This is an optimization exercise on Yosys and OpenROAD, whose aim is small area, not a production implementation.
In this exercise RTL edits were held to simulation tests only and were not proved equivalent to the original.
No activity file was given, so power comes from the tool's default toggle rates. No driver is modelled on the clock port, so clocking that relies on it looks cheaper here than on a real chip.

Setup of build 83:
==> flow/design.v <==
module skew_line #(
    parameter int unsigned WIDTH = 8,
    parameter int unsigned DEPTH = 1
) (
    input  logic             clk,
    input  logic [WIDTH-1:0] i_d,
    output logic [WIDTH-1:0] o_q
);
    logic [DEPTH*WIDTH-1:0]     r_sr;
    logic [(DEPTH+1)*WIDTH-1:0] w_nx;
    assign w_nx = {r_sr, i_d};
    always_ff @(posedge clk) begin
        r_sr <= w_nx[DEPTH*WIDTH-1:0];
    end
    assign o_q = r_sr[DEPTH*WIDTH-1 -: WIDTH];
endmodule
module sa32_feeder (
    input  logic               clk,
    input  logic               rstn,
    input  logic               start,
    input  logic [15:0]        k_len,
    input  logic               in_valid,
    output logic               in_ready,
    input  logic [255:0]       in_act,
    input  logic [255:0]       in_weight,
    output logic [255:0]       activation,
    output logic [255:0]       weight,
    output logic               control,
    output logic               busy,
    output logic               done
);
    localparam int unsigned N         = 32;
    localparam int unsigned WIDTH     = 8;
    localparam int unsigned KW        = 16;
    localparam int unsigned FLUSH_CYC = 3 * N - 2;
    typedef enum logic [1:0] {
        IDLE,
        STREAM,
        FLUSH,
        CTRL
    } feeder_state_e;
    feeder_state_e r_state;
    feeder_state_e w_next;
    logic [KW-1:0] r_cnt;
    logic          w_last;
    logic          r_done;
    logic          w_beat;
    logic [N-1:0]  r_vld;
    assign w_beat = (r_state == STREAM) & in_valid;
    assign w_last = (r_cnt == KW'(1));
    always_comb begin
        w_next = r_state;
        case (r_state)
            IDLE:    if (start) w_next = (k_len != '0) ? STREAM : CTRL;
            STREAM:  if (in_valid && w_last) w_next = FLUSH;
            FLUSH:   if (w_last) w_next = CTRL;
            default: w_next = IDLE;
        endcase
    end
    always_ff @(posedge clk or negedge rstn) begin
        if (!rstn) begin
            r_state <= IDLE;
            r_cnt   <= '0;
            r_done  <= 1'b0;
            r_vld   <= '0;
        end else begin
            r_state <= w_next;
            if (r_state == IDLE) begin
                r_cnt <= k_len;
            end else if (w_beat && w_last) begin
                r_cnt <= KW'(FLUSH_CYC);
            end else if (w_beat || r_state == FLUSH) begin
                r_cnt <= r_cnt - KW'(1);
            end
            r_done <= (r_state == CTRL);
            r_vld  <= {r_vld[N-2:0], w_beat};
        end
    end
    for (genvar g = 0; g < N; g++) begin : g_lane
        logic [WIDTH-1:0] w_a, w_w;
        skew_line #(.WIDTH(WIDTH), .DEPTH(g + 1)) u_act_skew (
            .clk (clk),
            .i_d (in_act[(N-1-g)*WIDTH +: WIDTH]),
            .o_q (w_a)
        );
        skew_line #(.WIDTH(WIDTH), .DEPTH(g + 1)) u_w_skew (
            .clk (clk),
            .i_d (in_weight[(N-1-g)*WIDTH +: WIDTH]),
            .o_q (w_w)
        );
        assign activation[(N-1-g)*WIDTH +: WIDTH] = w_a & {WIDTH{r_vld[g]}};
        assign weight[(N-1-g)*WIDTH +: WIDTH]     = w_w & {WIDTH{r_vld[g]}};
    end
    assign in_ready = (r_state == STREAM);
    assign control  = (r_state == CTRL);
    assign busy     = (r_state != IDLE);
    assign done     = r_done;
endmodule
==> flow/config.mk <==
export PLATFORM = sky130hd
export DESIGN_NAME = sa32_feeder
export DESIGN_NICKNAME = sa32_feeder
export VERILOG_FILES = /design/flow/design.v
export SDC_FILE = /design/flow/constraint.sdc
export NUM_CORES = 4
export LEC_CHECK = 0
export CAP_MARGIN = 20
export CORE_MARGIN = 2
export CORE_UTILIZATION = 65
export SLEW_MARGIN = 20
==> flow/constraint.sdc <==
create_clock -name core_clock -period 4.0 [get_ports {clk}]
set_input_delay 0.8000 -clock core_clock [delete_from_list [all_inputs] [get_ports {clk}]]
set_output_delay 0.8000 -clock core_clock [all_outputs]
set_load 0.01 [all_outputs]
standard.sh (not shown) runs the stock make flow with config.mk's settings and CLKGATE_MAP_FILE= SYNTH_SCRIPT=/design/flow/synth_recipe.tcl, a recipe that flattens the netlist after the stock synthesis.
==> flow/flow/run.sh <==
#!/bin/bash
# Standard ORFS layout with two changes: output port buffers are buf_1
# (the input port buffers keep the standard choice, whose delay covers
# input hold against the clock tree's insertion delay), and CTS clusters
# more sinks per leaf buffer and inserts no dummy loads.
set -euo pipefail
here=$(pwd)
export PRE_RESIZE_TCL="$here/flow/outbuf.tcl"
export CTS_ARGS="-sink_clustering_enable -repair_clock_nets -dont_use_dummy_load -sink_clustering_size 20 -sink_clustering_max_diameter 60 -buf_list {sky130_fd_sc_hd__clkbuf_16 sky130_fd_sc_hd__clkbuf_8} -sink_clustering_buffer sky130_fd_sc_hd__clkbuf_8"
bash standard.sh > "$here/standard_flow.log" 2>&1
==> flow/flow/outbuf.tcl <==
# Resize the output port buffers that buffer_ports inserted to buf_1: each
# drives only its port's fixed load.
set n 0
foreach inst [[ord::get_db_block] getInsts] {
  if {[string match "output*" [$inst getName]] && [string match "*buf*" [[$inst getMaster] getName]]} {
    replace_cell [$inst getName] sky130_fd_sc_hd__buf_1
    incr n
  }
}
puts "outbuf.tcl: resized $n output buffers to buf_1"
For build 49, these inputs were changed with respect to build 83:
==> flow/flow/run.sh <==
#!/bin/bash
# Standard ORFS layout with two changes: output port buffers are buf_1
# (the input port buffers keep the standard choice, whose delay covers
# input hold against the clock tree's insertion delay), and CTS clusters
# more sinks per leaf buffer and inserts no dummy loads.
set -euo pipefail
here=$(pwd)
export PRE_RESIZE_TCL="$here/flow/outbuf.tcl"
export CTS_ARGS="-sink_clustering_enable -repair_clock_nets -dont_use_dummy_load -sink_clustering_size 32 -sink_clustering_max_diameter 60 -buf_list {sky130_fd_sc_hd__buf_12}"
bash standard.sh > "$here/standard_flow.log" 2>&1
==> flow/flow/outbuf.tcl <==
# Resize the port buffers that buffer_ports inserted. Output buffers become
# buf_1: each drives only its port's fixed load. Input buffers become
# dlygate4sd1_1, a delay buffer whose delay still covers input hold against
# the clock tree's insertion delay, in less area than the default choice.
set nin 0
set nout 0
foreach inst [[ord::get_db_block] getInsts] {
  set name [$inst getName]
  if {![string match "*buf*" [[$inst getMaster] getName]]} { continue }
  if {[string match "output*" $name]} {
    replace_cell $name sky130_fd_sc_hd__buf_1
    incr nout
  } elseif {[string match "input*" $name]} {
    replace_cell $name sky130_fd_sc_hd__dlygate4sd1_1
    incr nin
  }
}
puts "outbuf.tcl: resized $nout output buffers to buf_1 and $nin input buffers to dlygate4sd1_1"
==> comparison <==
Taking build 83 as the reference, in build 49 share of power burned in the clock network now larger; clock latency of the later-clocked register in the worst-skew pair shows a reduction of 0.07 ns; area growth from synthesis to final layout saw a decrease. Build 49 against build 83: summed area of non-filler cells in the final layout shows a reduction of 840 µm², transition time at the pin with the least slew margin shows an increase of 0.019 ns, final instance count without filler cells shows a reduction of 116, relative contribution of sequential cells to total power shows a reduction of 1.1 points. Compare build 49 and build 83 | part of the power in combinational logic lower: build 49. Build 83 -> build 49: routed length on met3 increased by a little under 10%.
### build 49 -> build 37
# build 49
export LEC_CHECK = 0
export CAP_MARGIN = 20
export CORE_MARGIN = 2
export CORE_UTILIZATION = 65
export SLEW_MARGIN = 20
create_clock -name core_clock -period 4.0 [get_ports {clk}]
# build 37
export LEC_CHECK = 0
export CAP_MARGIN = 20
export CORE_MARGIN = 2
export CORE_UTILIZATION = 45
export SLEW_MARGIN = 20
create_clock -name core_clock -period 4.0 [get_ports {clk}]
diff --git a/flow/flow/run.sh b/flow/flow/run.sh
--- a/flow/flow/run.sh
+++ b/flow/flow/run.sh
@@ -8,3 +8,3 @@
 export PRE_RESIZE_TCL="$here/flow/outbuf.tcl"
-export CTS_ARGS="-sink_clustering_enable -repair_clock_nets -dont_use_dummy_load -sink_clustering_size 32 -sink_clustering_max_diameter 60 -buf_list {sky130_fd_sc_hd__buf_12}"
+export CTS_ARGS="-sink_clustering_enable -repair_clock_nets -dont_use_dummy_load -sink_clustering_size ${CTS_SIZE:-30} -sink_clustering_max_diameter ${CTS_DIAM:-100}"
 bash standard.sh > "$here/standard_flow.log" 2>&1
==> flow/flow/outbuf.tcl <==
# Resize the output port buffers that buffer_ports inserted to buf_1: each
# drives only its port's fixed load.
set n 0
foreach inst [[ord::get_db_block] getInsts] {
  if {[string match "output*" [$inst getName]] && [string match "*buf*" [[$inst getMaster] getName]]} {
    replace_cell [$inst getName] sky130_fd_sc_hd__buf_1
    incr n
  }
}
puts "outbuf.tcl: resized $n output buffers to buf_1"
Findings:
Global-route usage in build 37 is 5.5 points lower than in build 49
Relative to build 49, clock skew has increased by 0.049 ns in build 37.
Compared with build 49, build 37 shows routed wire length on met3 lower by 24%.
The inputs of build 12 differ from those of build 37 as listed below.
# build 37
export LEC_CHECK = 0
export CAP_MARGIN = 20
export CORE_MARGIN = 2
export CORE_UTILIZATION = 45
export SLEW_MARGIN = 20
create_clock -name core_clock -period 4.0 [get_ports {clk}]
# build 12
export LEC_CHECK = 0
export CAP_MARGIN = 20
export CORE_MARGIN = 2
export CORE_UTILIZATION = 65
export SLEW_MARGIN = 20
create_clock -name core_clock -period 4.0 [get_ports {clk}]
diff --git a/flow/flow/run.sh b/flow/flow/run.sh
--- a/flow/flow/run.sh
+++ b/flow/flow/run.sh
@@ -8,3 +8,3 @@
 export PRE_RESIZE_TCL="$here/flow/outbuf.tcl"
-export CTS_ARGS="-sink_clustering_enable -repair_clock_nets -dont_use_dummy_load -sink_clustering_size ${CTS_SIZE:-30} -sink_clustering_max_diameter ${CTS_DIAM:-100}"
+export CTS_ARGS="-sink_clustering_enable -repair_clock_nets -dont_use_dummy_load -sink_clustering_size 32 -sink_clustering_max_diameter 60 -buf_list {sky130_fd_sc_hd__buf_12}"
 bash standard.sh > "$here/standard_flow.log" 2>&1
[summary]
Build 12 went all the way through the flow, and no timing, DRC or antenna check failed.
More vias were needed by build 12 than by build 37.
flop to flop as the type of the most critical hold path was reported by build 37, and input port to asynchronous set/reset pin by build 12.
Mean routed wirelength per cell: build 12 vs build 37 up 15%
Build 12: worst slew slack as a fraction of its limit is 1.4 points lower than what build 37 reported.
Final period utilization, build 12 and build 37: lower on build 12
Compared build 37 against build 12; register area within noise.
Where worst hold-check slack is concerned, build 37 is better than build 12.
When build 12 is set beside build 37, its total power draw turns out to be 1.5 mW smaller.
Compared with build 37, build 12 shows a design area that is 1.8% lower.
Between build 37 and build 12, the flow reports power per unit of standard cell area increasing slightly.
Between build 12 and build 37, y dimension of the die is higher for build 37, build 12 comes in under that.
Compared with build 37, wire length of the first global-routing pass in build 12 increased slightly.
The inputs of build 65 differ from those of build 12 as listed below.
diff --git a/flow/flow/run.sh b/flow/flow/run.sh
--- a/flow/flow/run.sh
+++ b/flow/flow/run.sh
@@ -8,3 +8,3 @@
 export PRE_RESIZE_TCL="$here/flow/outbuf.tcl"
-export CTS_ARGS="-sink_clustering_enable -repair_clock_nets -dont_use_dummy_load -sink_clustering_size 32 -sink_clustering_max_diameter 60 -buf_list {sky130_fd_sc_hd__buf_12}"
+export CTS_ARGS="-sink_clustering_enable -repair_clock_nets -dont_use_dummy_load -sink_clustering_size ${CTS_SIZE:-35} -sink_clustering_max_diameter ${CTS_DIAM:-60}"
 bash standard.sh > "$here/standard_flow.log" 2>&1
Results
Looking at wire length per cell after detailed routing, build 65 sits 0.36% above build 12. Compared build 12 against build 65; total routing resource utilization after global routing within noise. In summary, build 65 completed successfully, with a layout that passed the timing, design-rule and antenna checks. Build 65 against build 12: average instance area after synthesis held, total power went up 0.40%. The vias after detailed routing on build 65 is in line with that on build 12.

## separate check: timing with driven ports
The flow's constraints put no driver on any port. The routed layouts listed below were extracted and timed again, unchanged, in two steps.
Step 1, drivers: a clkbuf_16 drives clk and a buf_2 each remaining input, both assumed.
Step 2 also shifts input and output timing later by t, the mid clock arrival at the registers, as if the neighbouring blocks saw the same clock.
a / b / c = no drivers / after step 1 / after step 2; a / b = the first two.
run	t (ns)	setup slack, ns	worst setup path at the end
build 83	0.969	0.424 / 0.321 / 1.026	input to register
build 49	0.909	0.526 / 0.422 / 1.332	register to output
build 37	0.967	0.344 / 0.240 / 0.866	input to register
build 12	0.905	0.555 / 0.454 / 1.009	input to register
build 65	0.974	0.473 / 0.376 / 1.018	input to register
After both steps every run listed still meets setup and hold.
